Source: an optimization exercise on an open RTL-to-GDS flow (aim: small area). Production flows keep margins and buffers that such runs may drop.
Only simulation tests tie the RTL to the original design; equivalence was not proved.
Power figures rest on the tool's default switching activity, not on a simulated workload.

<file path="design/flow/config.mk">
export PLATFORM = sky130hd
export DESIGN_NAME = miniCalc
export DESIGN_NICKNAME = miniCalc
export VERILOG_FILES = /design/flow/design.v
export SDC_FILE = /design/flow/constraint.sdc
export NUM_CORES = 4
export LEC_CHECK = 0
export ABC_AREA = 1
export CAP_MARGIN = 20
export CORE_MARGIN = 2
export CORE_UTILIZATION = 75
export CTS_BUF_LIST = sky130_fd_sc_hd__clkbuf_16
export CTS_CLUSTER_DIAMETER = 70
export CTS_CLUSTER_SIZE = 28
export PLACE_DENSITY = 0.85
export SLEW_MARGIN = 20
</file>
<file path="design/flow/run.sh">
#!/bin/bash
# synth_recipe.tcl (not shown) runs the flow's synth.tcl, then flattens the netlist and writes it again
# the make line also repeats each setting of config.mk as NAME=value (left out here)
make -C /OpenROAD-flow-scripts/flow DESIGN_CONFIG=/design/flow/config.mk WORK_HOME=/design/flow/orfs CLKGATE_MAP_FILE= SYNTH_SCRIPT=/design/flow/synth_recipe.tcl finish
</file>
<file path="design/flow/design.v">
`timescale 1ns/1ps
`default_nettype none
module segmentDecoder
(
    input  wire [3:0] digit,
    input  wire       blank,
    output logic [6:0] segments
);
    wire a = digit[3], b = digit[2], c = digit[1], d = digit[0];
    always_comb
    begin
        segments[6] = a | c | (b & d) | (!b & !d);
        segments[5] = !b | (c & d) | (!c & !d);
        segments[4] = b | !c | d;
        segments[3] = a | (!b & !d) | (c & !d) | (!b & c) | (b & !c & d);
        segments[2] = (!b & !d) | (c & !d);
        segments[1] = a | (!c & !d) | (b & !c) | (b & !d);
        segments[0] = a | (b & !c) | (!b & c) | (c & !d);
        if (blank)
            segments = 7'b0000000;
    end
endmodule
`default_nettype wire
`timescale 1ns/1ps
`default_nettype none
module miniCalc
(
    input  wire       Clk,
    input  wire       rst,
    input  wire [7:0] switch,
    input  wire       btnPushLow,
    input  wire       btnPushHi,
    input  wire       btnExecute,
    input  wire       btnOutputHi,
    output wire [7:0] led,
    output wire [6:0] disp3,
    output wire [6:0] disp2,
    output wire [6:0] disp1,
    output wire [6:0] disp0
);
    localparam logic [3:0] OpRefresh = 4'b0000;
    localparam logic [3:0] OpPushL   = 4'b0001;
    localparam logic [3:0] OpPushH   = 4'b0010;
    localparam logic [3:0] OpPop     = 4'b0011;
    localparam logic [3:0] OpCopy    = 4'b0100;
    localparam logic [3:0] OpSwap    = 4'b0101;
    localparam logic [3:0] OpAdd     = 4'b1000;
    localparam logic [3:0] OpSub     = 4'b1001;
    localparam logic [3:0] OpMul     = 4'b1010;
    localparam logic [2:0] StIdle = 3'd0;
    localparam logic [2:0] StPend = 3'd1;
    localparam logic [2:0] StWX   = 3'd2;    
    localparam logic [2:0] StWA1  = 3'd3;    
    localparam logic [2:0] StWA2  = 3'd4;    
    localparam logic [2:0] StWT   = 3'd5;    
    logic [4:0]       q;
    logic [2:0]       stage;
    logic [3:0]       op;
    logic [3:0]       n;
    logic             err;
    logic             prevHi;
    logic [6:0][31:0] W;
    logic [31:0]      X;
    logic [31:0]      A;
    logic [15:0]      D;
    wire [3:0] k     = q[3:0];
    wire       h     = q[4];
    wire       kLast = (k == 4'd15);
    wire qLast = (q == 5'd31);
    wire inWX  = (stage == StWX);
    wire inWA1 = (stage == StWA1);
    wire inWA2 = (stage == StWA2);
    wire inWA  = inWA1 | inWA2;
    wire inWT  = (stage == StWT);
    wire isArith = op[3];
    wire isMul   = (op == OpMul);
    wire inv     = (op == OpSub);
    wire press = btnPushLow | btnPushHi | btnExecute;
    wire start = (stage == StIdle) && (press || (btnOutputHi != prevHi));
    logic [3:0] cmdOp;
    logic [3:0] cmdN;
    logic       cmdFault;
    logic       cmdClear;
    always_comb
    begin
        cmdOp    = OpRefresh;
        cmdN     = n;
        cmdFault = 1'b0;
        cmdClear = 1'b0;
        if (btnPushLow)
        begin
            if (n[3])
                cmdFault = 1'b1;
            else
            begin
                cmdOp = OpPushL;
                cmdN  = n + 4'd1;
            end
        end
        else if (btnPushHi)
        begin
            if (n == 4'd0)
                cmdFault = 1'b1;
            else
                cmdOp = OpPushH;
        end
        else if (btnExecute && btnOutputHi)
        begin
            cmdClear = 1'b1;
            cmdN     = 4'd0;
        end
        else if (btnExecute)
        begin
            case (switch[2:0])
                3'b000, 3'b001, 3'b010:
                begin
                    if (n[3:1] == 3'd0)
                        cmdFault = 1'b1;
                    else
                    begin
                        cmdOp = (switch[1:0] == 2'b00) ? OpAdd :
                                (switch[1:0] == 2'b01) ? OpSub : OpMul;
                        cmdN  = n - 4'd1;
                    end
                end
                3'b111:
                begin
                    if (n[3:1] == 3'd0)
                        cmdFault = 1'b1;
                    else
                        cmdOp = OpSwap;
                end
                3'b101:
                begin
                    if (n == 4'd0)
                        cmdFault = 1'b1;
                    else
                    begin
                        cmdOp = OpPop;
                        cmdN  = n - 4'd1;
                    end
                end
                3'b110:
                begin
                    if (n == 4'd0 || n[3])
                        cmdFault = 1'b1;
                    else
                    begin
                        cmdOp = OpCopy;
                        cmdN  = n + 4'd1;
                    end
                end
                default: ;
            endcase
        end
    end
    always_ff @(posedge Clk)
    begin
        prevHi <= btnOutputHi;
        if (start)
            op <= cmdOp;
        if (rst)
        begin
            q     <= 5'd0;
            stage <= StIdle;
            n     <= 4'd0;
            err   <= 1'b0;
        end
        else
        begin
            q <= q + 5'd1;
            case (stage)
                StIdle:
                    if (start)
                        stage <= cmdOp[3] ? (kLast ? StWA1 : StPend) : (qLast ? StWX : StPend);
                StPend:
                    if (isArith ? kLast : qLast)
                        stage <= isArith ? StWA1 : StWX;
                StWX:  if (qLast) stage <= StIdle;
                StWA1: if (kLast) stage <= StWA2;
                StWA2: if (kLast) stage <= StWT;
                default: if (kLast) stage <= StIdle;
            endcase
            if (start)
            begin
                n   <= cmdN;
                err <= cmdClear ? 1'b0 : (err | cmdFault);
            end
        end
    end
    wire [2:0] idx = (op == OpPop || isArith) ? 3'(n - 4'd1) : 3'(n - 4'd2);
    logic [7:0] tapA;
    logic [7:0] tapB;
    always_comb
    begin
        tapA = 8'd0;
        tapB = 8'd0;
        for (int i = 0; i < 7; i++)
        begin
            tapA[i] = W[i][31];
            tapB[i] = W[i][15];
        end
    end
    wire sA = tapA[idx];
    wire sB = tapB[idx];
    wire s  = (inWA1 ^ h) ? sA : sB;
    wire wrRing = inWX && (op == OpPushL || op == OpCopy || op == OpSwap);
    always_ff @(posedge Clk)
    begin
        for (int i = 0; i < 7; i++)
        begin
            if (wrRing && idx == 3'(i))
                W[i] <= {W[i][30:0], X[31]};
            else
                W[i] <= {W[i][30:0], W[i][31]};
        end
    end
    wire top8 = q[4] & q[3];
    logic in0;
    always_comb
    begin
        case (op)
            OpPop, OpSwap: in0 = sA;
            OpPushL:       in0 = top8 & A[7];
            OpPushH:       in0 = top8 ? A[7] : X[23];
            default:       in0 = X[31];
        endcase
    end
    wire resHi = A[31] ^ inv;
    wire resLo = A[15] ^ inv;
    always_ff @(posedge Clk)
    begin
        if (inWX | inWT)
            X <= {X[30:16], inWT ? resHi : X[15], X[14:0], inWT ? resLo : in0};
    end
    wire c0    = inWA & !isMul & (s ^ inv);
    wire e1    = inWA & (isMul ? s : (inWA2 & kLast));
    wire [31:0] addA = {A[30:0], c0};
    wire [31:0] addB = X & {32{e1}};
    logic [31:0] sum;
    logic [32:0] cy;
    always_comb
    begin
        cy[0] = 1'b0;
        for (int i = 0; i < 32; i++)
        begin
            sum[i]   = addA[i] ^ addB[i] ^ cy[i];
            cy[i+1]  = (addA[i] & addB[i]) | (cy[i] & (addA[i] ^ addB[i]));
        end
    end
    wire aLoad = start & (btnPushLow | btnPushHi);
    wire aEn   = inWA | inWT | (inWX & top8 & (op == OpPushL || op == OpPushH));
    always_ff @(posedge Clk)
    begin
        A[31:8] <= sum[31:8];
        if (aLoad)
            A[7:0] <= switch;
        else if (aEn)
            A[7:0] <= sum[7:0];
    end
    wire dispWin = (inWX & (h ^ btnOutputHi)) | inWT;
    wire dBit    = inWT ? (btnOutputHi ? resHi : resLo) : in0;
    function automatic logic [3:0] add3(input logic [3:0] d);
        add3[3] = d[3] | (d[2] & d[0]) | (d[2] & d[1]);
        add3[2] = (d[3] & d[0]) | (d[2] & !d[1] & !d[0]);
        add3[1] = (d[3] & !d[0]) | (!d[2] & d[1]) | (d[1] & d[0]);
        add3[0] = (d[3] & !d[0]) | (!d[3] & !d[2] & d[0]) | (d[2] & d[1] & !d[0]);
    endfunction
    logic [15:0] dNext;
    always_comb
    begin
        logic [15:0] t;
        t = (k == 4'd0) ? 16'd0 : D;
        for (int d = 0; d < 4; d++)
            t[4*d +: 4] = add3(t[4*d +: 4]);
        dNext = {t[14:0], dBit};
    end
    always_ff @(posedge Clk)
    begin
        if (dispWin)
            D <= dNext;
    end
    wire blank = (n == 4'd0);
    assign led = {err, 3'b000, n};
    segmentDecoder u_seg3 (.digit(D[15:12]), .blank(blank), .segments(disp3));
    segmentDecoder u_seg2 (.digit(D[11:8]),  .blank(blank), .segments(disp2));
    segmentDecoder u_seg1 (.digit(D[7:4]),   .blank(blank), .segments(disp1));
    segmentDecoder u_seg0 (.digit(D[3:0]),   .blank(blank), .segments(disp0));
endmodule
`default_nettype wire
</file>
<file path="design/flow/constraint.sdc">
create_clock -name core_clock -period 24.0 [get_ports {Clk}]
set_input_delay 4.8000 -clock core_clock [delete_from_list [all_inputs] [get_ports {Clk}]]
set_output_delay 4.8000 -clock core_clock [all_outputs]
set_load 0.01 [all_outputs]
</file>
==> results of run 1 <==
metrics by stage:
stage / worst slack [ns] / power (mW) / area [µm²] / hold WS (ns)
2_1_floorplan: 10.56 / 0.872 / 10200 / 0.310
3_3_place_gp: 10.05 / 0.983 / 10800 / 0.311
3_5_place_dp: 9.42 / 1.01 / 10800 / 0.312
4_1_cts: 9.16 / 1.30 / 11300 / 0.322
5_1_grt: 8.48 / 1.35 / 11300 / 0.325
6_report: 8.94 / 1.30 / 11300 / 0.321
sequential cells by signal (all words and copies together), names as in the netlist:
register and flops:
W 224, A 32, stage 3, X 32, op 4, D 16, prevHi 1, q 5
err 1, n 4
routing by layer:
metal	vias to the layer above	part of all wire (%)	global-route usage, %
li1	2949	-	-
met1	3070	38	38.5
met2	386	52	56.5
met3	87	6.5	4.62
met4	0	4.0	11.6
met5	-	0	0
layout make-up:
cell class                 count  area share (%)
antenna                        1          0.0222
clock buffer                  15            3.33
clock inverter                 8           0.422
inverter                     132            4.40
multi-input combinational    435            23.1
sequential                   322            62.6
tap                          176            1.95
timing repair buffer          48            4.22
cell families (layout without fill, tap and decap cells):
| logic type | after synthesis | after routing | synth area share, % |
|---|---|---|---|
| AO/OA/AOI/OAI | 106 | 106 | 6.01 |
| adder cells (fa/ha/maj) | 40 | 40 | 7.10 |
| flip-flops | 322 | 322 | 69.0 |
| multiplexers | 4 | 4 | 0.441 |
| other | 1 | 4 | 0.0367 |
| buffers and inverters | 145 | 203 | 5.67 |
| XOR/XNOR | 10 | 10 | 0.857 |
| AND/OR/NAND/NOR | 272 | 272 | 10.9 |
how the worst max path moves through the flow:
stage	startpoint	end	slack (ns)
floorplan	n[0]$_SDFFE_PP0P_	A[31]$_DFF_P_	10.56
global placement	n[0]$_SDFFE_PP0P_	A[31]$_DFF_P_	10.05
detailed placement	n[0]$_SDFFE_PP0P_	A[31]$_DFF_P_	9.42
CTS	n[0]$_SDFFE_PP0P_	A[31]$_DFF_P_	9.16
global route	n[0]$_SDFFE_PP0P_	A[31]$_DFF_P_	8.48
finish	n[0]$_SDFFE_PP0P_	A[31]$_DFF_P_	8.94
synthesized netlist by cell type (4+ instances only):
| master | n | area, µm² |
|---|---|---|
| nor3_1 | 9 | 45.0 |
| edfxtp_1 | 60 | 1800 |
| nor2_1 | 96 | 360 |
| nand2_1 | 123 | 462 |
| inv_1 | 131 | 492 |
| dfxtp_1 | 262 | 5250 |
| o211ai_1 | 5 | 37.5 |
| mux2_2 | 4 | 45.0 |
| fa_1 | 30 | 601 |
| xnor2_1 | 5 | 43.8 |
| nand3_1 | 27 | 135 |
| o21ai_0 | 36 | 180 |
| xor2_1 | 5 | 43.8 |
| a41oi_1 | 4 | 35.0 |
| buf_4 | 4 | 30.0 |
| clkbuf_1 | 6 | 22.5 |
| nand2_2 | 6 | 37.5 |
| a31oi_1 | 11 | 68.8 |
| a21oi_1 | 37 | 185 |
| ha_1 | 10 | 125 |
critical path, delay by kind of cell (launching register included):
kind | cells | cell delay (ns)
DFF | 1 | 0.52
and+or+nand+nor | 9 | 1.20
buffers and inverters | 7 | 0.72
adders and majority gates | 32 | 11.80
AOI/OAI and AO/OA | 1 | 0.16
xor gates and xnor gates | 2 | 0.50
power breakdown:
group          internal, mW  leakage (nW)  switching, mW  total (mW)
clock network         0.117         0.227          0.165       0.282
logic                 0.131          1.95          0.212       0.343
registers             0.629          2.68         0.0487       0.678
total                 0.877          4.86          0.425        1.30
==> impl_results.md, run 1 <==
* Outcome: finished clean
* Commonest cells after routing, fill and taps aside: dfxtp_1 (262), inv_1 (136), nand2_1 (123)
* EDFF count, synth at 60
* Fmax achieved at 66.4 MHz
* Reg2Reg Setup Slack at 8.94 ns
* Total number of H-tree levels at 1
* Tightest slew margin relative to the limit at ~52%
* Biggest cell delay along the critical path at 0.52 ns
* Number of buffers on the longest clock path at 3
* Resized cells post-CTS at 0
* Startpoint type of the worst setup path: register
* Most common flop cell mapped by yosys: dfxtp_1
* Worst Path Class, Setup: register to register
* Worst Path Max Fanout at 29
* Antenna violations before repair at 0
* Initial detailed-routing violation count at approximately 580
* Cell count of the worst reg-to-reg path at 51
* Port buffer count at 46
* Via total after detailed routing at between 6,000 and 7,000
* I/O pin cnt at 50
* Crit path arrival time at 15.46 ns
* Filler cell count in the final layout at 589
* Hold-fix buffers, CTS at 0
* Growth of design area from synthesis to finish at 10.2%
* Weighted congestion at the end of routability-driven global placement at 0.899
* Row Count at 42
* Final count of hold timing violations at 0
* Post-synth cell types at 40
* Final Max Tran Viols at 0
* Vias in the first global route at 6,656
* CTS tree: built
* Core Region at between 10,000 and 15,000 µm²
* WL per Instance at 19.7 µm
* Worst-case clock skew at 0.0219 ns
* Share of final-layout standard cells stronger than drive strength 1 at around 3.9%
* Cts bufs inserted at 15
* Number of placed cells counting well taps at 1,113
* DRT Pass-1 Iters at 5
* Capture instance of the worst register-to-register path: A[31]$_DFF_P_
* Worst slew pin tran at 0.716 ns
* Worst reg2reg path startpoint: n[0]$_SDFFE_PP0P_
* Count of nets after finishing at 1,008
* Storage cell area at 7050 µm²
* Number of instances in the synthesized netlist at 900
* Setup repair after global routing missed its margin: false
* Clock root buffer master: clkbuf_16
* Routed via count divided by cell count at 5.71
* DIE AREA at 14,600 µm²
* Die extent in y at between 100 and 150 µm
* Clock latency reported for the late side of the worst-skew pair at 0.51 ns
* Area of the multi-input gates at 2600 µm²
* Cell with the most instances on the worst path: fa_1
* Time the worst path needs with I/O delays and setup at 15.06 ns
* Worst hold path startpoint: W[11]$_DFF_P_
* Worst hold path cell count at 0
* Mean Syn Cell Area at 11.4 µm²
* Endpoint kind of the worst setup timing path: register
* FFs w/ async S/R, synth at 0%
* Initial standard-cell utilization of the core at 76.9%
* Wire length of the first global-routing pass at 34,900 µm
* Detailed Place HPWL at 13,800 µm
* Sequential share of the synthesized area at 69.0%
* Pin count of the biggest net entering global routing at 33
* Critical path required time at 24.40 ns
* Final core utilization at between 80 and 90%
* Number of max-cap violations at 0
* Warnings, synthesis at 2
* Overflow left after global routing at 0
* Buffers inserted during post-CTS setup optimization at 0
* Portion of the clock cycle consumed by the worst path in the final layout at 62.7%
* Post-Route WL at 22,400 µm
* Clock Sinks at 322
* Class of the worst hold path: register to register
* LEAKAGE at between 4 and 5 nW
* Chip Width at 121 µm
* Number of synthesized register bits at between 300 and 400
* GRT Overall Usage at 31.4%
* Worst IR Drop VDD at 0.107 mV
* Number of endpoints failing setup at the final stage at 0
* Power Density at 116 nW/µm²
* Most frequent standard cell in the layout excluding fill and tap cells: dfxtp_1
* Reg clk slew, reported paths at 0.12 ns
* Worst Hold Endpoint: W[12]$_DFF_P_
* Final-layout setup total negative slack at 0 ns
* DRC violations left at 0
* Post-synthesis instance area at 10,200 µm²
* Number of nets with antenna violations after routing at 0
* Master of the slowest instance on the critical path: dfxtp_1
* Post-Layout Cell Count at about 1,100
==> run 2, diff against run 1 <==
==> design/flow/flow/run.sh (new file) <==
#!/bin/bash
# Own layout flow: the standard ORFS flow with an area-oriented
# combinational mapping in synthesis (my_synth.tcl, area.abc) and the
# smallest buffer on the ports. Each tool's output goes to a log file here.
set -euo pipefail
W=$(pwd)
F=$W/flow
ORFS=(-C "$FLOW_HOME" DESIGN_CONFIG="$FLOW_CONFIG" WORK_HOME="$W/orfs" CLKGATE_MAP_FILE= SYNTH_SCRIPT="$F/my_synth.tcl")

MY_ABC_SCRIPT="$F/area.abc" make "${ORFS[@]}" synth > "$W/synth.log" 2>&1
make "${ORFS[@]}" BUFFER_PORTS_ARGS="-buffer_cell sky130_fd_sc_hd__buf_1" CTS_ARGS="-sink_clustering_enable -repair_clock_nets -sink_clustering_size 18 -sink_clustering_max_diameter 60 -buf_list {sky130_fd_sc_hd__clkbuf_8 sky130_fd_sc_hd__clkbuf_16} -dont_use_dummy_load" finish > "$W/layout.log" 2>&1

R="$W/orfs/results/$FLOW_PLATFORM/miniCalc/base"
: # left out here: write the final layout as DEF
==> design/flow/flow/area.abc (new file) <==
strash
dch -f
amap
==> design/flow/flow/my_synth.tcl (new file) <==
# The standard flow's synthesis script (ORFS synth.tcl, then flattened and renamed as the
# standard synthesis does), with two changes to the combinational mapping only:
# extract_fa looks for full adders alone (its half adders end up as plain AND
# gates), and abc runs area.abc, an area-oriented mapping, instead of ORFS's
# script. Registers are mapped exactly as in the standard synthesis.
proc synth {args} { yosys synth -nofsm -noshare {*}$args }
proc extract_fa {args} { yosys extract_fa -fa }
proc abc {args} {
  set i [lsearch -exact $args -script]
  if { $i >= 0 } { lset args [expr { $i + 1 }] $::env(MY_ABC_SCRIPT) }
  yosys abc {*}$args
}
source $::env(SCRIPTS_DIR)/synth.tcl
# left out here: clear keep_hierarchy, flatten, clean up, hide names made inside functions, write 1_2_yosys.v
==> design/flow/standard.sh (new file) <==
#!/bin/bash
# synth_recipe.tcl (not shown) runs the flow's synth.tcl, then flattens the netlist and writes it again
# the make line also repeats each setting of config.mk as NAME=value (left out here)
make -C /OpenROAD-flow-scripts/flow DESIGN_CONFIG=/design/flow/config.mk WORK_HOME=/design/flow/orfs CLKGATE_MAP_FILE= SYNTH_SCRIPT=/design/flow/synth_recipe.tcl "${@:-finish}"
removed: design/flow/run.sh
==> impl_results.md, run 2 <==
* Hold-fix buffers, CTS at 0
* Worst reg2reg path startpoint: n[1]$_SDFFE_PP0P_
* Class of the worst hold path: register to register
* Reg clk slew, reported paths at about 0.080 ns
* Number of endpoints failing setup at the final stage at 0
* DRC violations left at 0
* Biggest cell delay along the critical path at 0.53 ns
* Mean Syn Cell Area at roughly 13 µm²
* Die extent in y at between 100 and 150 µm
* Final-layout setup total negative slack at 0 ns
* Final core utilization at ~84%
* Critical path required time at 24.38 ns
* Post-Route WL at approximately 21,000 µm
* Worst hold path cell count at 0
* Post-Synth Simple-Gate Area at 9.81%
* Fmax achieved at 65.1 MHz
* Initial detailed-routing violation count at 650
* Most common flop cell mapped by yosys: dfxtp_1
* Pin count of the biggest net entering global routing at 33
* Capture instance of the worst register-to-register path: A[31]$_DFF_P_
* Synth area leaders: dfxtp_1 (54%), edfxtp_1 (19%), fa_1 (6.2%)
* Tightest slew margin relative to the limit at a little over a third
* Share of final-layout standard cells stronger than drive strength 1 at 3.35%
* Worst slew pin tran at 0.935 ns
* I/O pin cnt at 50
* Growth of design area from synthesis to finish at 9.71%
* Register ranked first by flip-flop count: W
* Clock Sinks at 322
* Outcome: finished clean
* Cell count of the worst reg-to-reg path at between 50 and 60
* Top flop regs: W (224), A (32), X (32)
* Most frequent standard cell in the layout excluding fill and tap cells: dfxtp_1
* EDFF count, synth at 60
* Filler cell count in the final layout at 610
* Cell with the most instances on the worst path: fa_1
* FFs w/ async S/R, synth at 0%
* Most frequent cells after synthesis: dfxtp_1 (262), nor2_1 (100), edfxtp_1 (60), clkinv_1 (58), nand2_1 (56)
* Worst IR Drop VDD at 0.0737 mV
* Number of nets with antenna violations after routing at 0
* Post-synth cell types at 33
* Clock root buffer master: clkbuf_16
* Fraction of synthesized area in multiplexers at 0%
* Vias in the first global route at 6,275
* Critical path's top delay family: adder cells
* Parity-gate share of the synthesized area counting xor and xnor cells at 0%
* Post-synthesis instance area at 9710 µm²
* Detailed Place HPWL at about 12,000 µm
* Startpoint type of the worst setup path: register
* Power Density at 116 nW/µm²
* GRT Overall Usage at 30.0%
* Combinational family with the most area after synthesis: simple AND/OR/NAND/NOR gates
* Portion of the clock cycle consumed by the worst path in the final layout at 64.0%
* Wire length of the first global-routing pass at around 33,000 µm
* Count of nets after finishing at 882
* LEAKAGE at around 4 nW
* Sequential share of the synthesized area at 72.6%
* Number of buffers on the longest clock path at 3
* Number of instances in the synthesized netlist at 765
* Reg2Reg Setup Slack at 8.64 ns
* Commonest cells after routing, fill and taps aside: dfxtp_1 (262), nor2_1 (99), edfxtp_1 (60)
* Via total after detailed routing at 6,186
* Final count of hold timing violations at 0
* Cell area reported after detailed placement at 10,100 µm²
* Resized cells post-CTS at 0
* Clock latency reported for the late side of the worst-skew pair at around 0.50 ns
* Area share of the leading cell type in the synthesized netlist at between 50% and 60%
* Row Count at 41
* Crit path arrival time at ~16 ns
* CP startpoint: n[1]$_SDFFE_PP0P_
* Number of synthesized register bits at 322
* CTS tree: built
* Chip Width at 118 µm
* Setup repair after global routing missed its margin: false
* Worst Path Class, Setup: register to register
* WP buf/inv at 5
* Time the worst path needs with I/O delays and setup at 15.36 ns
* Worst-case clock skew at around 0.014 ns
* Ant diodes at 0
* Antenna violations before repair at 0
* Share of synthesized cell area in full adder, half adder and majority cells at under 10%
* Master of the slowest instance on the critical path: dfxtp_1
* Core Region at 12,600 µm²
* Port buffer count at 46
* Worst Hold Endpoint: W[201]$_DFF_P_
* Total number of H-tree levels at 1
* Slack of the critical path at 8.64 ns
* Most repeated cell in the gate-level netlist after synthesis: dfxtp_1
* DIE AREA at 13,900 µm²
* Complex-gate fraction of the synthesized area at ~8.8%
* Final Max Tran Viols at 0
* Warnings, synthesis at 2
* Post-route design area at 10,600 µm²
* Endpoint kind of the worst setup timing path: register
* Overflow left after global routing at 0
* Area leader, netlist: dfxtp_1
* Number of max-cap violations at 0
* Worst hold path startpoint: W[200]$_DFF_P_
* Routed via count divided by cell count at 6.14
* Cts bufs inserted at 21
* Weighted congestion at the end of routability-driven global placement at approximately 0.94
* WL per Instance at 20.3 µm
* Initial standard-cell utilization of the core at 76.9%
* Max reg flops at 224
* Pre-CTS setup slack at 9.12 ns
* DRT Pass-1 Iters at 7
* Buffers inserted during post-CTS setup optimization at 0
* Worst Path Max Fanout at 32
[run 2: cell count changes in the layout (fill, tap and decap cells not counted), sizes merged, moves of 20 or more]
cell,before,now
inv,139,0
nand2,130,56
clkinv,1,58
buf,2,52
clkdlybuf4s50,46,0
nor2b,0,27
o21ai,37,17
[run 2: kinds of logic after synthesis]
| group | count (synthesis) |
|---|---|
| fa+ha+maj | 30 |
| buf+inv | 62 |
| flops | 322 |
| other cells | 1 |
| compound gates | 131 |
| simple gates | 219 |
[run 2: final cells by class]
class | count | area [µm²] | area share [%]
Clock buffer | 21 | 526 | 4.94
Inverter | 58 | 218 | 2.04
Multi-Input combinational cell | 383 | 2420 | 22.7
Sequential cell | 322 | 7050 | 66.2
Tap cell | 172 | 215 | 2.02
Timing Repair Buffer | 52 | 221 | 2.08
[run 2: worst max-delay path by stage]
| stage | end | slack [ns] | cells past startpoint |
|---|---|---|---|
| 2_1_floorplan | A[31]$_DFF_P_ | 10.01 | 50 |
| 6_report | A[31]$_DFF_P_ | 8.64 | 51 |
| 3_5_place_dp | A[31]$_DFF_P_ | 9.12 | 52 |
| 3_3_place_gp | A[31]$_DFF_P_ | 9.69 | 50 |
| 4_1_cts | A[31]$_DFF_P_ | 8.88 | 51 |
| 5_1_grt | A[31]$_DFF_P_ | 8.12 | 50 |
[run 2: worst register-to-register path: cells and delay by family, from the launching register on]
kind                       cells  cell delay (ns)
DFF                            1             0.53
AOI/OAI and AO/OA              8             1.34
and+or+nand+nor                8             1.24
buffers and inverters          5             0.81
adders and majority gates     30            11.33
[run 2: power by group]
part / internal (mW) / leakage (nW) / switching, mW
combinational: 0.0797 / 1.04 / 0.173
clock: 0.155 / 0.259 / 0.161
sequential: 0.624 / 2.68 / 0.0446
total: 0.859 / 3.98 / 0.379
[run 2: through the flow]
stage	power, mW	hold WS (ns)	instances
after global placement	0.883	0.310	986
after global routing	1.28	0.328	1008
after detailed placement	0.908	0.312	987
after floorplan	0.821	0.310	767
final	1.24	0.327	1008
after CTS	1.23	0.327	1008
[run 2: layer usage]
layer	vias to the layer above	routed length [µm]	part of all wire, %	GRT usage, %
li1	2727	-	-	-
met1	2898	7790	38	37.8
met2	438	9930	48	50.6
met3	123	1660	8.1	5.96
met4	0	1130	5.5	13.5
met5	-	0	0	0
==> run 3, diff against run 2 <==
--- a/design/flow/flow/run.sh
+++ b/design/flow/flow/run.sh
@@ -10,3 +10,3 @@
 MY_ABC_SCRIPT="$F/area.abc" make "${ORFS[@]}" synth > "$W/synth.log" 2>&1
-make "${ORFS[@]}" BUFFER_PORTS_ARGS="-buffer_cell sky130_fd_sc_hd__buf_1" CTS_ARGS="-sink_clustering_enable -repair_clock_nets -sink_clustering_size 18 -sink_clustering_max_diameter 60 -buf_list {sky130_fd_sc_hd__clkbuf_8 sky130_fd_sc_hd__clkbuf_16} -dont_use_dummy_load" finish > "$W/layout.log" 2>&1
+make "${ORFS[@]}" BUFFER_PORTS_ARGS="-buffer_cell sky130_fd_sc_hd__buf_1" CTS_ARGS="-sink_clustering_enable -repair_clock_nets -sink_clustering_size 30 -sink_clustering_max_diameter 70 -buf_list sky130_fd_sc_hd__clkbuf_16 -dont_use_dummy_load" finish > "$W/layout.log" 2>&1
 
==> impl_results.md, run 3 <==
* Outcome: finished clean
* Final-layout setup total negative slack at 0 ns
* Biggest cell delay along the critical path at 0.53 ns
* Wire length of the first global-routing pass at 31,200 µm
* Most frequent cells after synthesis: dfxtp_1 (262), nor2_1 (100), edfxtp_1 (60), clkinv_1 (58), nand2_1 (56)
* Share of final-layout standard cells stronger than drive strength 1 at 2.53%
* Pin count of the biggest net entering global routing at 33
* Post-synthesis instance area at approximately 9700 µm²
* Switching share of total power at 30.7%
* Register ranked first by flip-flop count: W
* Logic pwr share at roughly a fifth
* Reg clk slew, reported paths at 0.11 ns
* Final Max Tran Viols at 0
* Time the worst path needs with I/O delays and setup at about 15 ns
* Sequential share of the synthesized area at 72.6%
* Mean Syn Cell Area at around 13 µm²
* Routed via count divided by cell count at 6.07
* Worst Path Class, Setup: register to register
* Number of placed cells counting well taps at between 900 and 1,000
* Cell with the most instances on the worst path: fa_1
* Buffers inserted during post-CTS setup optimization at 0
* Tightest slew margin relative to the limit at 33.0%
* Clock latency reported for the late side of the worst-skew pair at 0.50 ns
* Chip Width at ~120 µm
* Overflow left after global routing at 0
* Crit path arrival time at approximately 16 ns
* FFs w/ async S/R, synth at 0%
* Growth of design area from synthesis to finish at 7.90%
* Weighted congestion at the end of routability-driven global placement at between 0.9 and 1
* Post-Route WL at ~20,000 µm
* Worst Path Max Fanout at 32
* Initial standard-cell utilization of the core at 76.9%
* Core Region at roughly 13,000 µm²
* Switch Pwr at 0.359 mW
* Vias in the first global route at 5,944
* Power Density at 112 nW/µm²
* Ant diodes at 0
* Detailed Place HPWL at 12,300 µm
* Critical path required time at roughly 24 ns
* Area share of the leading cell type in the synthesized netlist at between 50% and 60%
* Number of nets with antenna violations after routing at 0
* Number of instances in the synthesized netlist at 765
* Post-Layout Cell Count at 1,001
* Worst IR Drop VDD at around 0.07 mV
* Class of the worst hold path: register to register
* Warnings, synthesis at 2
* Initial detailed-routing violation count at 756
* Critical path's top delay family: adder cells
* Storage cell area at 7050 µm²
* Top flop regs: W (224), A (32), X (32)
* Sequential share of power at 57.2%
* Worst reg2reg path startpoint: n[1]$_SDFFE_PP0P_
* Hold-fix buffers, CTS at 0
* Most common flop cell mapped by yosys: dfxtp_1
* DIE AREA at 13,900 µm²
* Fmax achieved at 64.6 MHz
* EDFF count, synth at 60
* Number of synthesized register bits at around 320
* Number of max-cap violations at 0
* GRT Overall Usage at between 20% and 30%
* Area leader, netlist: dfxtp_1
* Port buffer count at 46
* Antenna violations before repair at 0
* Die extent in y at 118 µm
* Endpoint kind of the worst setup timing path: register
* Number of buffers on the longest clock path at 3
* Cts bufs inserted at 14
* WL per Instance at approximately 20 µm
* DRT Pass-1 Iters at 17
* Post-synth cell types at 33
* CP startpoint: n[1]$_SDFFE_PP0P_
* Worst hold path startpoint: W[214]$_DFF_P_
* Most frequent standard cell in the layout excluding fill and tap cells: dfxtp_1
* Via total after detailed routing at 6,080
* Portion of the clock cycle consumed by the worst path in the final layout at 64.5%
* Worst-case clock skew at 0.0347 ns
* Most repeated cell in the gate-level netlist after synthesis: dfxtp_1
* Commonest cells after routing, fill and taps aside: dfxtp_1 (262), nor2_1 (99), edfxtp_1 (60)
* LEAKAGE at 3.89 nW
* Master of the slowest instance on the critical path: dfxtp_1
* DRC violations left at 0
* Internal power consumption at 0.809 mW
* Row Count at just over 40
* Area of the multi-input gates at 2420 µm²
* I/O pin cnt at 50
* Clock root buffer master: clkbuf_16
* CTS tree: built
* Worst slew pin tran at 0.980 ns
* WP buf/inv at 5
* Total number of H-tree levels at 1
* Setup repair after global routing missed its margin: false
* Count of nets after finishing at 875
* Clock network power share at 21.7%
* Filler cell count in the final layout at 646
* Clock Sinks at 322
* Max reg flops at 224
* Number of endpoints failing setup at the final stage at 0
* Resized cells post-CTS at 0
* Synth area leaders: dfxtp_1 (54%), edfxtp_1 (19%), fa_1 (6.2%)
* Startpoint type of the worst setup path: register
* Final count of hold timing violations at 0
run 3: cell counts after synthesis:
Identical to the previous run, type by type.
run 3: through the flow:
stage	utilization, %	setup WS, ns	cell area [µm²]	hold WS [ns]	power, mW
after CTS	83.0	8.82	10500	0.330	1.16
after detailed placement	80.2	9.12	10100	0.312	0.908
after global routing	83.0	8.05	10500	0.335	1.21
after global placement	80.1	9.69	10100	0.310	0.883
final	83.0	8.52	10500	0.323	1.17
after floorplan	-	10.01	9710	0.310	0.821
run 3: kinds of logic after synthesis:
| family | after synthesis | share of synthesized area (%) |
|---|---|---|
| adder cells (fa/ha/maj) | 30 | 6.19 |
| AND/OR/NAND/NOR | 219 | 9.81 |
| buffers and inverters | 62 | 2.55 |
| AO/OA/AOI/OAI | 131 | 8.81 |
| flip-flops | 322 | 72.6 |
| other | 1 | 0.0386 |
run 3: routing by layer:
metal  vias to the layer above  track usage (%)  wire [µm]
met5                         -                0          0
met4                         0             8.51        739
met3                        86             3.73       1420
met2                       380             49.3       9610
met1                      2900             38.5       7810
li1                       2714                -          -
run 3: power by group through the flow:
| stage | logic [mW] | clock network (mW) | registers, mW |
|---|---|---|---|
| 3_5_place_dp | 0.230 | 0 | 0.678 |
| 6_report | 0.246 | 0.254 | 0.668 |
| 4_1_cts | 0.238 | 0.256 | 0.668 |
| 2_1_floorplan | 0.156 | 0 | 0.665 |
| 3_3_place_gp | 0.210 | 0 | 0.672 |
| 5_1_grt | 0.265 | 0.272 | 0.676 |
run 3: area by class of cell:
type / instances / share of cell area [%]
clock buffers: 14 / 3.35
inverters: 58 / 2.08
multi-input cells: 383 / 23.1
flip-flops and latches: 322 / 67.3
well taps: 172 / 2.05
repair buffers: 52 / 2.11
run 3: path summary, 6_finish.rpt:
check	endpoint	slack [ns]	depth (start not counted)
setup / recovery	A[31]$_DFF_P_	8.52	50
setup reg to reg	A[31]$_DFF_P_	8.52	50
hold reg to reg	W[215]$_DFF_P_	0.32	0
hold / removal	W[215]$_DFF_P_	0.32	0
==> run 4, diff against run 3 <==
--- a/design/flow/flow/run.sh
+++ b/design/flow/flow/run.sh
@@ -10,3 +10,3 @@
 MY_ABC_SCRIPT="$F/area.abc" make "${ORFS[@]}" synth > "$W/synth.log" 2>&1
-make "${ORFS[@]}" BUFFER_PORTS_ARGS="-buffer_cell sky130_fd_sc_hd__buf_1" CTS_ARGS="-sink_clustering_enable -repair_clock_nets -sink_clustering_size 30 -sink_clustering_max_diameter 70 -buf_list sky130_fd_sc_hd__clkbuf_16 -dont_use_dummy_load" finish > "$W/layout.log" 2>&1
+make "${ORFS[@]}" BUFFER_PORTS_ARGS="-buffer_cell sky130_fd_sc_hd__buf_1" CTS_ARGS="-sink_clustering_enable -repair_clock_nets -sink_clustering_size 10 -sink_clustering_max_diameter 40 -buf_list sky130_fd_sc_hd__clkbuf_4 -dont_use_dummy_load" finish > "$W/layout.log" 2>&1
 
==> impl_results.md, run 4 <==
* Number of buffers on the longest clock path at 3
* Class of the worst hold path: register to register
* Clock latency reported for the late side of the worst-skew pair at 0.60 ns
* Endpoint kind of the worst setup timing path: register
* Buffers inserted during post-CTS setup optimization at 0
* GRT Overall Usage at between 20% and 30%
* CTS tree: built
* Hold-fix buffers, CTS at 0
* Post-route design area at 10,400 µm²
* Initial detailed-routing violation count at 519
* Critical path required time at 24.52 ns
* Total number of H-tree levels at 2
* Hold slack final at 0.304 ns
* Chip Width at 118 µm
* Top flop regs: W (224), A (32), X (32)
* Clock Sinks at between 300 and 400
* Top routing layer in use: met4
* Tightest slew margin relative to the limit at 43.8%
* Post-synthesis instance area at 9710 µm²
* Fmax achieved at 66.0 MHz
* Pre-CTS setup slack at 9.12 ns
* FFs w/ async S/R, synth at 0%
* Cts bufs inserted at 39
* Weighted congestion at the end of routability-driven global placement at 0.943
* Clock root buffer master: clkbuf_4
* EDFF count, synth at 60
* Time the worst path needs with I/O delays and setup at 15.15 ns
* Ant diodes at 0
* Final count of hold timing violations at 0
* Warnings, synthesis at 2
* Wire length of the first global-routing pass at between 20,000 and 30,000 µm
* Met2 routed wirelength at 8420 µm
* Cell with the most instances on the worst path: fa_1
* Final-layout setup total negative slack at 0 ns
* Post-Route WL at about 18,000 µm
* Biggest cell delay along the critical path at 0.53 ns
* Sequential share of the synthesized area at 72.6%
* Mean Syn Cell Area at 12.7 µm²
* Routed via count divided by cell count at 5.80
* Row Count at 41
* Most repeated cell in the gate-level netlist after synthesis: dfxtp_1
* Most frequent standard cell in the layout excluding fill and tap cells: dfxtp_1
* Synth area leaders: dfxtp_1 (54%), edfxtp_1 (19%), fa_1 (6.2%)
* Overflow left after global routing at 0
* Number of max-cap violations at 0
* Master of the slowest instance on the critical path: dfxtp_1
* Share of final-layout standard cells stronger than drive strength 1 at under 10%
* Worst IR Drop VDD at 0.0840 mV
* DRT Pass-1 Iters at 5
* Worst-case clock skew at 0.0578 ns
* Post-synth cell types at 33
* DIE AREA at 13,900 µm²
* WL per Instance at 17.2 µm
* I/O pin cnt at 50
* Startpoint type of the worst setup path: register
* Initial standard-cell utilization of the core at 76.9%
* Power Density at 108 nW/µm²
* Final Max Tran Viols at 0
* Most frequent cells after synthesis: dfxtp_1 (262), nor2_1 (100), edfxtp_1 (60), clkinv_1 (58), nand2_1 (56)
* Commonest cells after routing, fill and taps aside: dfxtp_1 (262), nor2_1 (99), edfxtp_1 (60)
* Portion of the clock cycle consumed by the worst path in the final layout at 63.1%
* Port buffer count at between 40 and 50
* Die extent in y at between 100 and 150 µm
* Pin count of the biggest net entering global routing at 33
* Resized cells post-CTS at 0
* Cell area reported after detailed placement at around 10,000 µm²
* LEAKAGE at 3.90 nW
* Register ranked first by flip-flop count: W
* Count of nets after finishing at 900
* WP buf/inv at 5
* Outcome: finished clean
* Max reg flops at 224
* Area leader, netlist: dfxtp_1
* Number of synthesized register bits at 322
* Met1 Wirelength at 7430 µm
* Most common flop cell mapped by yosys: dfxtp_1
* Area share of the leading cell type in the synthesized netlist at between 50% and 60%
* Number of nets with antenna violations after routing at 0
* Worst Path Max Fanout at 32
* Filler cell count in the final layout at 692
* Via total after detailed routing at 5,954
* Number of endpoints failing setup at the final stage at 0
* Vias in the first global route at ~5,900
* Growth of design area from synthesis to finish at 7.31%
* Critical path's top delay family: adder cells
* Worst Path Class, Setup: register to register
* Reg clk slew, reported paths at 0.10 ns
* Power, Total at 1.13 mW
* Crit path arrival time at 15.67 ns
* Routed met3 length at 1260 µm
* Number of instances in the synthesized netlist at 765
* Setup repair after global routing missed its margin: false
* Antenna violations before repair at 0
* Core Region at roughly 13,000 µm²
* Worst slew pin tran at 0.821 ns
* Detailed Place HPWL at 12,300 µm
* DRC violations left at 0
* Slack of the critical path at approximately 8.8 ns
## run 4: cell counts after synthesis
Identical to the previous run, type by type.
## run 4: kinds of logic after synthesis
logic type	count (synthesis)	share of synthesized area [%]
AOI/OAI and AO/OA	131	8.81
adders and majority gates	30	6.19
other	1	0.0386
buffers and inverters	62	2.55
and+or+nand+nor	219	9.81
DFF	322	72.6
## run 4: per-layer routing
layer	up-vias	track usage, %
met5	-	0
met4	0	11.8
met3	59	5.67
met2	313	42.1
met1	2804	35.8
li1	2778	-
## run 4: area by class of cell
cell class              instances  area [µm²]  area share, %
well taps                     172         215           2.07
multi-input cells             383        2420           23.2
inverters                      58         218           2.09
flip-flops and latches        322        7050           67.7
clock buffers                  39         293           2.81
repair buffers                 52         221           2.13
## run 4: worst paths after layout
| kind | startpoint | endpoint | slack [ns] | depth (start not counted) |
|---|---|---|---|---|
| setup reg to reg | n[1]$_SDFFE_PP0P_ | A[31]$_DFF_P_ | 8.85 | 50 |
| hold / removal | W[170]$_DFF_P_ | W[171]$_DFF_P_ | 0.30 | 0 |
| setup / recovery | n[1]$_SDFFE_PP0P_ | A[31]$_DFF_P_ | 8.85 | 50 |
| hold reg to reg | W[170]$_DFF_P_ | W[171]$_DFF_P_ | 0.30 | 0 |
## run 4: where the power goes
part / total [mW] / switching (mW) / internal [mW]
Combinational: 0.238 / 0.159 / 0.0787
Clock: 0.224 / 0.149 / 0.0753
Sequential: 0.666 / 0.0424 / 0.624
## run 4: stage by stage
stage,instances,util (%)
floorplan,767,-
global placement,986,80.1
detailed placement,987,80.2
CTS,1026,82.5
global route,1026,82.5
finish,1026,82.5
==> run 5, diff against run 4 <==
--- a/design/flow/flow/run.sh
+++ b/design/flow/flow/run.sh
@@ -10,3 +10,3 @@
 MY_ABC_SCRIPT="$F/area.abc" make "${ORFS[@]}" synth > "$W/synth.log" 2>&1
-make "${ORFS[@]}" BUFFER_PORTS_ARGS="-buffer_cell sky130_fd_sc_hd__buf_1" CTS_ARGS="-sink_clustering_enable -repair_clock_nets -sink_clustering_size 10 -sink_clustering_max_diameter 40 -buf_list sky130_fd_sc_hd__clkbuf_4 -dont_use_dummy_load" finish > "$W/layout.log" 2>&1
+make "${ORFS[@]}" BUFFER_PORTS_ARGS="-buffer_cell sky130_fd_sc_hd__buf_1" finish > "$W/layout.log" 2>&1
 
==> impl_results.md, run 5 <==
* Vias in the first global route at 6,063
* Class of the worst hold path: register to register
* Worst Path Max Fanout at 32
* Total number of H-tree levels at 1
* Routed via count divided by cell count at 6.13
* WL per Instance at between 15 and 20 µm
* Power Density at between 100 and 150 nW/µm²
* Time the worst path needs with I/O delays and setup at 15.40 ns
* Hold-fix buffers, CTS at 0
* Storage cell area at 7050 µm²
* Capture instance of the worst register-to-register path: A[31]$_DFF_P_
* I/O pin cnt at 50
* Portion of the clock cycle consumed by the worst path in the final layout at 64.2%
* Initial standard-cell utilization of the core at 76.9%
* Buffers inserted during post-CTS setup optimization at 0
* Number of buffers on the longest clock path at 3
* Worst Path Class, Setup: register to register
* Crit path arrival time at 15.82 ns
* Post-Route WL at 20,000 µm
* Max reg flops at 224
* CTS tree: built
* Growth of design area from synthesis to finish at 8.77%
* Mean Syn Cell Area at 12.7 µm²
* Count of nets after finishing at just under 900
* Ant diodes at 0
* Area share of the leading cell type in the synthesized netlist at 54.0%
* Biggest cell delay along the critical path at 0.52 ns
* Reg clk slew, reported paths at 0.11 ns
* DRT Pass-1 Iters at 8
* Cell with the most instances on the worst path: fa_1
* Power, Total at 1.20 mW
* Filler cell count in the final layout at 619
* Antenna violations before repair at 0
* Tightest slew margin relative to the limit at a little under a quarter
* Pin count of the biggest net entering global routing at 33
* Die extent in y at 118 µm
* Row Count at 41
* Final-layout setup total negative slack at 0 ns
* EDFF count, synth at 60
* Sequential share of the synthesized area at 72.6%
* Number of nets with antenna violations after routing at 0
* LEAKAGE at approximately 4 nW
* GRT Overall Usage at 29.3%
* Initial detailed-routing violation count at 574
* Wire length of the first global-routing pass at 31,900 µm
* Weighted congestion at the end of routability-driven global placement at 0.943
* Final Max Tran Viols at 0
* Worst IR Drop VDD at 0.0969 mV
* Overflow left after global routing at 0
* Clock Sinks at 322
* Register ranked first by flip-flop count: W
* Cts bufs inserted at 15
* Most frequent standard cell in the layout excluding fill and tap cells: dfxtp_1
* Fmax achieved at 64.9 MHz
* Post-synth cell types at 33
* WP buf/inv at 5
* Most frequent cells after synthesis: dfxtp_1 (262), nor2_1 (100), edfxtp_1 (60), clkinv_1 (58), nand2_1 (56)
* Worst Hold Endpoint: W[215]$_DFF_P_
* Resized cells post-CTS at 0
* FFs w/ async S/R, synth at 0%
* Worst hold path cell count at 0
* DRC violations left at 0
* Critical path required time at 24.42 ns
* Worst reg2reg path startpoint: n[0]$_SDFFE_PP0P_
* Number of endpoints failing setup at the final stage at 0
* Cell count of the worst reg-to-reg path at 50
* Warnings, synthesis at 2
* Worst hold path startpoint: W[214]$_DFF_P_
* Synth area leaders: dfxtp_1 (54%), edfxtp_1 (19%), fa_1 (6.2%)
* Setup repair after global routing missed its margin: false
* Final count of hold timing violations at 0
* Number of instances in the synthesized netlist at 765
* Number of max-cap violations at 0
* Commonest cells after routing, fill and taps aside: dfxtp_1 (262), nor2_1 (99), edfxtp_1 (60)
* Worst-case clock skew at 0.0318 ns
* Most repeated cell in the gate-level netlist after synthesis: dfxtp_1
* Most common flop cell mapped by yosys: dfxtp_1
* Startpoint type of the worst setup path: register
* Post-synthesis instance area at 9710 µm²
* Detailed Place HPWL at 12,300 µm
* Clock root buffer master: clkbuf_16
* Clock latency reported for the late side of the worst-skew pair at 0.50 ns
* Area leader, netlist: dfxtp_1
* Number of synthesized register bits at 322
* Top flop regs: W (224), A (32), X (32)
* Via total after detailed routing at about 6,000
* Worst slew pin tran at 1.12 ns
* Share of final-layout standard cells stronger than drive strength 1 at 2.99%
* Chip Width at ~120 µm
* Outcome: finished clean
* Critical path's top delay family: adder cells
* DIE AREA at 13,900 µm²
* Master of the slowest instance on the critical path: dfxtp_1
* Reg2Reg Setup Slack at 8.60 ns
* Core Region at 12,600 µm²
* Area of the multi-input gates at about 2400 µm²
* Port buffer count at 46
* Endpoint kind of the worst setup timing path: register
-- run 5: logic make-up (layout without fill, tap and decap cells) --
family / after synthesis / count (layout) / share of synthesized area [%]
fa+ha+maj: 30 / 30 / 6.19
other cells: 1 / 3 / 0.0386
flops: 322 / 322 / 72.6
simple gates: 219 / 219 / 9.81
buf+inv: 62 / 130 / 2.55
compound gates: 131 / 131 / 8.81
-- run 5: how the worst max path moves through the flow --
stage                      startpoint       endpoint  slack (ns)  cells past startpoint
detailed placement    op[3]$_DFFE_PP_  A[31]$_DFF_P_        9.12                     52
global placement      op[3]$_DFFE_PP_  A[31]$_DFF_P_        9.69                     50
global route          op[3]$_DFFE_PP_  A[31]$_DFF_P_        7.99                     50
finish              n[0]$_SDFFE_PP0P_  A[31]$_DFF_P_        8.60                     50
floorplan             op[3]$_DFFE_PP_  A[31]$_DFF_P_       10.01                     50
CTS                   op[3]$_DFFE_PP_  A[31]$_DFF_P_        8.76                     51
-- run 5: area by class of cell --
class / count / area share, %
tap: 172 / 2.04
timing repair buffer: 52 / 2.10
clock buffer: 16 / 3.79
clock inverter: 4 / 0.320
inverter: 58 / 2.06
multi-input combinational: 383 / 22.9
sequential: 322 / 66.8
-- run 5: per-stage QoR --
stage | setup WS (ns) | cells | hold slack, ns | util, % | cell area, µm²
floorplan | 10.01 | 767 | 0.310 | - | 9710
CTS | 8.76 | 1007 | 0.327 | 83.7 | 10600
global placement | 9.69 | 986 | 0.310 | 80.1 | 10100
finish | 8.60 | 1007 | 0.324 | 83.7 | 10600
global route | 7.99 | 1007 | 0.329 | 83.7 | 10600
detailed placement | 9.12 | 987 | 0.312 | 80.2 | 10100
-- run 5: worst register-to-register path, delay by kind of cell, from the launching register on --
family | cells | cell delay, ns
AO/OA/AOI/OAI | 8 | 1.60
adder cells (fa/ha/maj) | 30 | 11.31
buffers and inverters | 5 | 0.75
flip-flops | 1 | 0.52
AND/OR/NAND/NOR | 7 | 1.12
-- run 5: metal layers --
layer	GRT usage, %	part of all wire [%]	up-vias
met1	38.2	38	2875
met5	0	0	-
met2	48.8	48	439
met3	4.84	8.3	133
li1	-	-	2727
met4	12.7	5.8	0
-- run 5: where the power goes --
group | switching (mW) | total (mW) | internal (mW)
combinational | 0.170 | 0.249 | 0.0794
clock | 0.154 | 0.281 | 0.127
sequential | 0.0446 | 0.669 | 0.624
==> run 6, diff against run 5 <==
--- a/design/flow/flow/run.sh
+++ b/design/flow/flow/run.sh
@@ -10,3 +10,3 @@
 MY_ABC_SCRIPT="$F/area.abc" make "${ORFS[@]}" synth > "$W/synth.log" 2>&1
-make "${ORFS[@]}" BUFFER_PORTS_ARGS="-buffer_cell sky130_fd_sc_hd__buf_1" finish > "$W/layout.log" 2>&1
+make "${ORFS[@]}" BUFFER_PORTS_ARGS="-buffer_cell sky130_fd_sc_hd__buf_1" CTS_ARGS="-sink_clustering_enable -repair_clock_nets -sink_clustering_size 30 -sink_clustering_max_diameter 70 -buf_list sky130_fd_sc_hd__clkbuf_16 -root_buf sky130_fd_sc_hd__clkbuf_4 -tree_buf sky130_fd_sc_hd__clkbuf_4 -dont_use_dummy_load" finish > "$W/layout.log" 2>&1
 
==> impl_results.md, run 6 <==
* Share of final-layout standard cells stronger than drive strength 1 at 2.53%
* Met2 routed wirelength at 9400 µm
* Pin count of the biggest net entering global routing at 33
* Port buffer count at 46
* Internal power consumption at 0.791 mW
* Critical path's top delay family: adder cells
* Outcome: finished clean
* Final count of hold timing violations at 0
* Register ranked first by flip-flop count: W
* Die extent in y at 118 µm
* Ant diodes at 0
* Buffers inserted during post-CTS setup optimization at 0
* Vias in the first global route at about 6,000
* Logic pwr share at a little over a fifth
* Row Count at between 40 and 50
* Antenna violations before repair at 0
* Met1 Wirelength at 7500 µm
* Class of the worst hold path: register to register
* Number of instances in the synthesized netlist at between 700 and 800
* CTS tree: built
* Core Region at 12,600 µm²
* Most common flop cell mapped by yosys: dfxtp_1
* Reg clk slew, reported paths at roughly 0.11 ns
* Max reg flops at around 220
* Time the worst path needs with I/O delays and setup at around 15 ns
* Routed met3 length at approximately 1700 µm
* Worst Path Max Fanout at 32
* Worst-case clock skew at 0.0575 ns
* Initial detailed-routing violation count at approximately 800
* Resized cells post-CTS at 0
* Mean Syn Cell Area at roughly 13 µm²
* Cell with the most instances on the worst path: fa_1
* Setup repair after global routing missed its margin: false
* Power, Total at 1.15 mW
* Clock network power share at 20.3%
* Number of buffers on the longest clock path at 3
* Sequential share of power at 58.2%
* Tightest slew margin relative to the limit at 37.1%
* DRT Pass-1 Iters at 5
* Fmax achieved at roughly 65 MHz
* Count of nets after finishing at 875
* Routed via count divided by cell count at around 6
* Final Max Tran Viols at 0
* Critical path required time at 24.54 ns
* CP startpoint: n[1]$_SDFFE_PP0P_
* Startpoint type of the worst setup path: register
* EDFF count, synth at 60
* Master of the slowest instance on the critical path: dfxtp_1
* Commonest cells after routing, fill and taps aside: dfxtp_1 (262), nor2_1 (99), edfxtp_1 (60)
* Most frequent cells after synthesis: dfxtp_1 (262), nor2_1 (100), edfxtp_1 (60), clkinv_1 (58), nand2_1 (56)
* Initial standard-cell utilization of the core at 76.9%
* Biggest cell delay along the critical path at 0.52 ns
* Clock latency reported for the late side of the worst-skew pair at ~0.65 ns
* Hold-fix buffers, CTS at 0
* Cts bufs inserted at 14
* Weighted congestion at the end of routability-driven global placement at 0.943
* GRT Overall Usage at 28.5%
* Reg2Reg Setup Slack at 8.62 ns
* Logic depth of the worst path, buffers included at 51
* Worst hold path cell count at 0
* Post-synth cell types at 33
* Worst slew pin tran at 0.919 ns
* Clock Sinks at 322
* Worst reg2reg path startpoint: n[1]$_SDFFE_PP0P_
* Clock root buffer master: clkbuf_4
* Area share of the leading cell type in the synthesized netlist at a little over half
* I/O pin cnt at 50
* Number of nets with antenna violations after routing at 0
* Area leader, netlist: dfxtp_1
* Via total after detailed routing at roughly 6,000
* DRC violations left at 0
* Chip Width at 118 µm
* Switch Pwr at 0.358 mW
* Power Density at 110 nW/µm²
* Top routing layer in use: met4
* Warnings, synthesis at 2
* Wire length of the first global-routing pass at 31,100 µm
* Worst IR Drop VDD at 0.0715 mV
* Total number of H-tree levels at 1
* Worst hold path startpoint: W[125]$_DFF_P_
* Post-synthesis instance area at 9710 µm²
* Number of endpoints failing setup at the final stage at 0
* Final-layout setup total negative slack at 0 ns
* Top flop regs: W (224), A (32), X (32)
* WP buf/inv at 5
* Detailed Place HPWL at ~12,000 µm
* Most repeated cell in the gate-level netlist after synthesis: dfxtp_1
* Switching share of total power at 31.1%
* Number of max-cap violations at 0
* FFs w/ async S/R, synth at 0%
* WL per Instance at 19.6 µm
* Cell count of the worst reg-to-reg path at 51
* Sequential share of the synthesized area at slightly above 70%
* Crit path arrival time at 15.92 ns
* Worst Path Class, Setup: register to register
* LEAKAGE at 3.87 nW
* Number of synthesized register bits at 322
* Endpoint kind of the worst setup timing path: register
* Synth area leaders: dfxtp_1 (54%), edfxtp_1 (19%), fa_1 (6.2%)
* Post-Route WL at 19,600 µm
* Final core utilization at 82.6%
* Overflow left after global routing at 0
* DIE AREA at 13,900 µm²
* Most frequent standard cell in the layout excluding fill and tap cells: dfxtp_1
* Portion of the clock cycle consumed by the worst path in the final layout at 64.1%
* Growth of design area from synthesis to finish at 7.36%
run 6: cell counts after synthesis:
Identical to the previous run, type by type.
run 6: final cells by class:
class	instances	area, µm²
sequential	322	7050
timing repair buffer	52	221
multi-input combinational	383	2420
tap	172	215
inverter	58	218
clock buffer	14	298
fill	652	2200
run 6: per-stage QoR:
stage	hold slack [ns]	setup WS, ns	area, µm²	instances
6_report	0.298	8.62	10400	1001
5_1_grt	0.325	8.02	10400	1001
4_1_cts	0.321	8.86	10400	1001
3_5_place_dp	0.312	9.12	10100	987
3_3_place_gp	0.310	9.69	10100	986
2_1_floorplan	0.310	10.01	9710	767
run 6: power by group through the flow:
| stage | Clock, mW | Combinational, mW | Sequential, mW |
|---|---|---|---|
| floorplan | 0 | 0.156 | 0.665 |
| global placement | 0 | 0.210 | 0.672 |
| detailed placement | 0 | 0.230 | 0.678 |
| CTS | 0.236 | 0.238 | 0.668 |
| global route | 0.250 | 0.266 | 0.676 |
| finish | 0.234 | 0.247 | 0.668 |
run 6: logic make-up (layout without fill, tap and decap cells):
group | Yosys count | after routing | share of synthesized area, %
fa+ha+maj | 30 | 30 | 6.19
other cells | 1 | 3 | 0.0386
buf+inv | 62 | 124 | 2.55
simple gates | 219 | 219 | 9.81
compound gates | 131 | 131 | 8.81
flops | 322 | 322 | 72.6
run 6: worst register-to-register path: cells and delay by family (launching register included):
family                   cells  cell delay (ns)
flip-flops                   1             0.52
AND/OR/NAND/NOR              8             1.23
buffers and inverters        5             0.81
AO/OA/AOI/OAI                8             1.32
adder cells (fa/ha/maj)     30            11.42
run 6: layer usage:
metal,global-route usage (%),up-vias
li1,-,2713
met1,37.3,2810
met2,47.6,409
met3,5.04,99
met4,12.0,0
met5,0,-
run 6: worst paths after layout:
| check | end |
|---|---|
| max reg2reg | A[31]$_DFF_P_ |
| min | W[126]$_DFF_P_ |
| max | A[31]$_DFF_P_ |
| min reg2reg | W[126]$_DFF_P_ |
==> run 7, diff against run 6 <==
--- a/design/flow/design.v
+++ b/design/flow/design.v
@@ -122,3 +122,2 @@
                                 (switch[1:0] == 2'b01) ? OpSub : OpMul;
-                        cmdN  = n - 4'd1;
                     end
@@ -139,3 +138,2 @@
                         cmdOp = OpPop;
-                        cmdN  = n - 4'd1;
                     end
@@ -184,4 +182,7 @@
             if (start)
+                n <= cmdN;
+            else if ((inWX & qLast & (op == OpPop)) | (inWA2 & kLast))
+                n <= n - 4'd1;
+            if (start)
             begin
-                n   <= cmdN;
                 err <= cmdClear ? 1'b0 : (err | cmdFault);
@@ -190,3 +191,3 @@
     end
-    wire [2:0] idx = (op == OpPop || isArith) ? 3'(n - 4'd1) : 3'(n - 4'd2);
+    wire [2:0] idx = 3'(n - 4'd2);
     logic [7:0] tapA;
--- a/design/flow/flow/run.sh
+++ b/design/flow/flow/run.sh
@@ -10,3 +10,3 @@
 MY_ABC_SCRIPT="$F/area.abc" make "${ORFS[@]}" synth > "$W/synth.log" 2>&1
-make "${ORFS[@]}" BUFFER_PORTS_ARGS="-buffer_cell sky130_fd_sc_hd__buf_1" CTS_ARGS="-sink_clustering_enable -repair_clock_nets -sink_clustering_size 30 -sink_clustering_max_diameter 70 -buf_list sky130_fd_sc_hd__clkbuf_16 -root_buf sky130_fd_sc_hd__clkbuf_4 -tree_buf sky130_fd_sc_hd__clkbuf_4 -dont_use_dummy_load" finish > "$W/layout.log" 2>&1
+make "${ORFS[@]}" BUFFER_PORTS_ARGS="-buffer_cell sky130_fd_sc_hd__buf_1" CTS_ARGS="-sink_clustering_enable -repair_clock_nets -sink_clustering_size 10 -sink_clustering_max_diameter 40 -buf_list sky130_fd_sc_hd__clkbuf_4 -dont_use_dummy_load" finish > "$W/layout.log" 2>&1
 
==> design/flow/config.mk (replaced) <==
export PLATFORM = sky130hd
export DESIGN_NAME = miniCalc
export DESIGN_NICKNAME = miniCalc
export VERILOG_FILES = /design/flow/design.v
export SDC_FILE = /design/flow/constraint.sdc
export NUM_CORES = 4
export LEC_CHECK = 0
export CAP_MARGIN = 20
export CORE_MARGIN = 2
export CORE_UTILIZATION = 85
export PLACE_DENSITY = 0.92
export SLEW_MARGIN = 20
==> impl_results.md, run 7 <==
* Row Count at 38
* Port buffer count at 46
* Number of synthesized register bits at 322
* FFs w/ async S/R, synth at 0%
* Post-synth cell types at 39
* Most common flop cell mapped by yosys: dfxtp_1
* Number of instances in the synthesized netlist at 758
* Initial standard-cell utilization of the core at 88.1%
* Weighted congestion at the end of routability-driven global placement at roughly 0.96
* Outcome: did not finish
* Most repeated cell in the gate-level netlist after synthesis: dfxtp_1
* Exit stage: 3_5_place_dp
* Chip Width at 111 µm
* I/O pin cnt at 50
* Die extent in y at approximately 110 µm
* Warnings, synthesis at 2
* Area share of the leading cell type in the synthesized netlist at 54.2%
* Post-synthesis instance area at ~9700 µm²
* Synth area leaders: dfxtp_1 (54%), edfxtp_1 (19%), fa_1 (6.2%)
* Mean Syn Cell Area at 12.8 µm²
* Most frequent cells after synthesis: dfxtp_1 (262), nor2_1 (99), clkinv_1 (63), edfxtp_1 (60), nand2_1 (46)
* Detailed Place HPWL at roughly 18,000 µm
* Sequential share of the synthesized area at 72.8%
* Area leader, netlist: dfxtp_1
* Error message: [ERROR DPL-0033] detailed placement checks failed during check placement.
* EDFF count, synth at 60
## run 7: worst max-delay path by stage
stage / from / endpoint / slack, ns / cells after the start
3_3_place_gp: n[0]$_SDFFE_PP0P_ / A[31]$_DFF_P_ / 10.16 / 46
2_1_floorplan: n[0]$_SDFFE_PP0P_ / A[31]$_DFF_P_ / 9.70 / 45
## run 7: power by group through the flow
| stage | Clock (mW) | Combinational [mW] | Sequential [mW] |
|---|---|---|---|
| 2_1_floorplan | 0 | 0.147 | 0.664 |
| 3_3_place_gp | 0 | 0.201 | 0.671 |
## run 7: logic make-up after synthesis
kind of cell	count (synthesis)	synth area share (%)
compound gates	126	8.46
fa+ha+maj	30	6.21
buf+inv	67	2.75
flops	322	72.8
other cells	1	0.0388
simple gates	212	9.72
## run 7: stage by stage
step | cell area (µm²) | setup WS [ns]
3_3_place_gp | 10000 | 10.16
2_1_floorplan | 9680 | 9.70
==> run 8, diff against run 7 <==
--- a/design/flow/config.mk
+++ b/design/flow/config.mk
@@ -9,4 +9,4 @@
 export CORE_MARGIN = 2
-export CORE_UTILIZATION = 85
-export PLACE_DENSITY = 0.92
+export CORE_UTILIZATION = 75
+export PLACE_DENSITY = 0.85
 export SLEW_MARGIN = 20
==> impl_results.md, run 8 <==
* Outcome: finished clean
* Detailed Place HPWL at 12,300 µm
* Final-layout setup total negative slack at 0 ns
* Worst Path Class, Setup: register to register
* Portion of the clock cycle consumed by the worst path in the final layout at approximately three fifths
* LEAKAGE at ~3.9 nW
* Cell with the most instances on the worst path: fa_1
* CP startpoint: n[0]$_SDFFE_PP0P_
* Final count of hold timing violations at 0
* Number of synthesized register bits at roughly 320
* Count of nets after finishing at 895
* Mean Syn Cell Area at around 13 µm²
* Time the worst path needs with I/O delays and setup at 14.44 ns
* Worst Path Max Fanout at 32
* EDFF count, synth at 60
* Crit path arrival time at approximately 15 ns
* Number of endpoints failing setup at the final stage at 0
* Resized cells post-CTS at 0
* Startpoint type of the worst setup path: register
* Routed via count divided by cell count at between 5 and 6
* Final Max Tran Viols at 0
* GRT Overall Usage at 27.7%
* Row Count at 41
* Critical path required time at 24.54 ns
* Commonest cells after routing, fill and taps aside: dfxtp_1 (262), nor2_1 (98), clkinv_1 (63)
* Endpoint kind of the worst setup timing path: register
* Total number of H-tree levels at 2
* Cts bufs inserted at approximately 40
* Port buffer count at 46
* Initial detailed-routing violation count at 786
* Antenna violations before repair at 0
* Number of instances in the synthesized netlist at 758
* Area share of the leading cell type in the synthesized netlist at between 50% and 60%
* Warnings, synthesis at 2
* DIE AREA at 13,800 µm²
* Most common flop cell mapped by yosys: dfxtp_1
* Fmax achieved at 69.3 MHz
* Via total after detailed routing at 5,955
* Master of the slowest instance on the critical path: dfxtp_1
* Die extent in y at between 100 and 150 µm
* Worst slew pin tran at between 1 and 1.5 ns
* Post-synth cell types at 39
* Synth area leaders: dfxtp_1 (54%), edfxtp_1 (19%), fa_1 (6.2%)
* Post-Route WL at around 18,000 µm
* Overflow left after global routing at 0
* Chip Width at 118 µm
* Register ranked first by flip-flop count: W
* I/O pin cnt at 50
* Sequential share of the synthesized area at 72.8%
* WL per Instance at between 15 and 20 µm
* CTS tree: built
* Weighted congestion at the end of routability-driven global placement at 0.911
* DRC violations left at 0
* Most repeated cell in the gate-level netlist after synthesis: dfxtp_1
* Buffers inserted during post-CTS setup optimization at 0
* Share of final-layout standard cells stronger than drive strength 1 at under 10%
* Ant diodes at 0
* Hold-fix buffers, CTS at 0
* Worst reg2reg path startpoint: n[0]$_SDFFE_PP0P_
* Worst IR Drop VDD at 0.0597 mV
* Number of buffers on the longest clock path at 3
* Reg clk slew, reported paths at 0.10 ns
* Most frequent cells after synthesis: dfxtp_1 (262), nor2_1 (99), clkinv_1 (63), edfxtp_1 (60), nand2_1 (46)
* Hold slack final at 0.273 ns
* Clock root buffer master: clkbuf_4
* Pin count of the biggest net entering global routing at 33
* Worst-case clock skew at between 0.05 and 0.06 ns
* Number of max-cap violations at 0
* Core Region at 12,600 µm²
* Number of nets with antenna violations after routing at 0
* Post-synthesis instance area at 9680 µm²
* Most frequent standard cell in the layout excluding fill and tap cells: dfxtp_1
* Power Density at 108 nW/µm²
* Growth of design area from synthesis to finish at 7.51%
* Initial standard-cell utilization of the core at 76.7%
* Max reg flops at about 220
* Cell count of the worst reg-to-reg path at 45
* Clock latency reported for the late side of the worst-skew pair at slightly above 0.6 ns
* Clock Sinks at 322
* FFs w/ async S/R, synth at 0%
* DRT Pass-1 Iters at 6
* Critical Path End: A[31]$_DFF_P_
* Reg2Reg Setup Slack at approximately 9.6 ns
* Capture instance of the worst register-to-register path: A[31]$_DFF_P_
* Setup repair after global routing missed its margin: false
* Top flop regs: W (224), A (32), X (32)
* Vias in the first global route at 6,057
* Tightest slew margin relative to the limit at 31.8%
* Biggest cell delay along the critical path at about 0.57 ns
* Wire length of the first global-routing pass at 30,200 µm
* Area leader, netlist: dfxtp_1
* Class of the worst hold path: register to register
## run 8: cell counts after synthesis
Identical to the previous run, type by type.
## run 8: critical path, delay by kind of cell, from the launching register on
kind | cells | cell delay, ns
flip-flops | 1 | 0.57
buffers and inverters | 4 | 0.54
AO/OA/AOI/OAI | 7 | 1.55
AND/OR/NAND/NOR | 4 | 0.49
adder cells (fa/ha/maj) | 30 | 11.20
## run 8: cell families after synthesis
kind of cell | after synthesis | share of synthesized area (%)
compound gates | 126 | 8.46
simple gates | 212 | 9.72
buf+inv | 67 | 2.75
fa+ha+maj | 30 | 6.21
other cells | 1 | 0.0388
flops | 322 | 72.8
## run 8: cell type report
class                   count  area (µm²)
clock buffers              41         308
fillers                   681        2220
inverters                  63         236
multi-input cells         371        2380
flip-flops and latches    322        7050
well taps                 172         215
repair buffers             52         218
## run 8: worst min path at each step
stage	start	end	slack [ns]	depth (start not counted)
floorplan	W[99]$_DFF_P_	W[100]$_DFF_P_	0.31	0
global placement	W[147]$_DFF_P_	W[148]$_DFF_P_	0.31	0
detailed placement	W[178]$_DFF_P_	W[179]$_DFF_P_	0.31	0
CTS	W[169]$_DFF_P_	W[170]$_DFF_P_	0.28	0
global route	W[169]$_DFF_P_	W[170]$_DFF_P_	0.28	0
finish	W[169]$_DFF_P_	W[170]$_DFF_P_	0.27	0
## run 8: power by group
part	internal, mW	switching [mW]	leakage, nW
sequential	0.622	0.0419	2.68
combinational	0.0738	0.156	1.00
clock	0.0791	0.153	0.189
total	0.775	0.351	3.87
## run 8: layer usage
metal	GRT usage [%]	vias to the layer above	part of all wire, %
li1	-	2754	-
met1	35.0	2787	40
met2	46.1	329	49
met3	5.96	85	6.1
met4	13.3	0	4.3
met5	0	-	0
## run 8: stage by stage
stage	worst slack [ns]	instances	utilization (%)	power, mW	area [µm²]
floorplan	9.70	760	-	0.810	9680
global placement	10.12	980	80.0	0.874	10100
detailed placement	9.71	980	80.0	0.898	10100
CTS	9.66	1021	82.4	1.13	10400
global route	8.85	1021	82.4	1.18	10400
finish	9.56	1021	82.4	1.13	10400

Re-timed with assumed drivers on the ports (clkbuf_16 on the clock, buf_2 on other inputs), run 8 has 9.563 ns of setup slack against 9.563 ns with ideal ports, and 9.563 ns once port delays also move by the mid clock arrival of 0.630 ns.
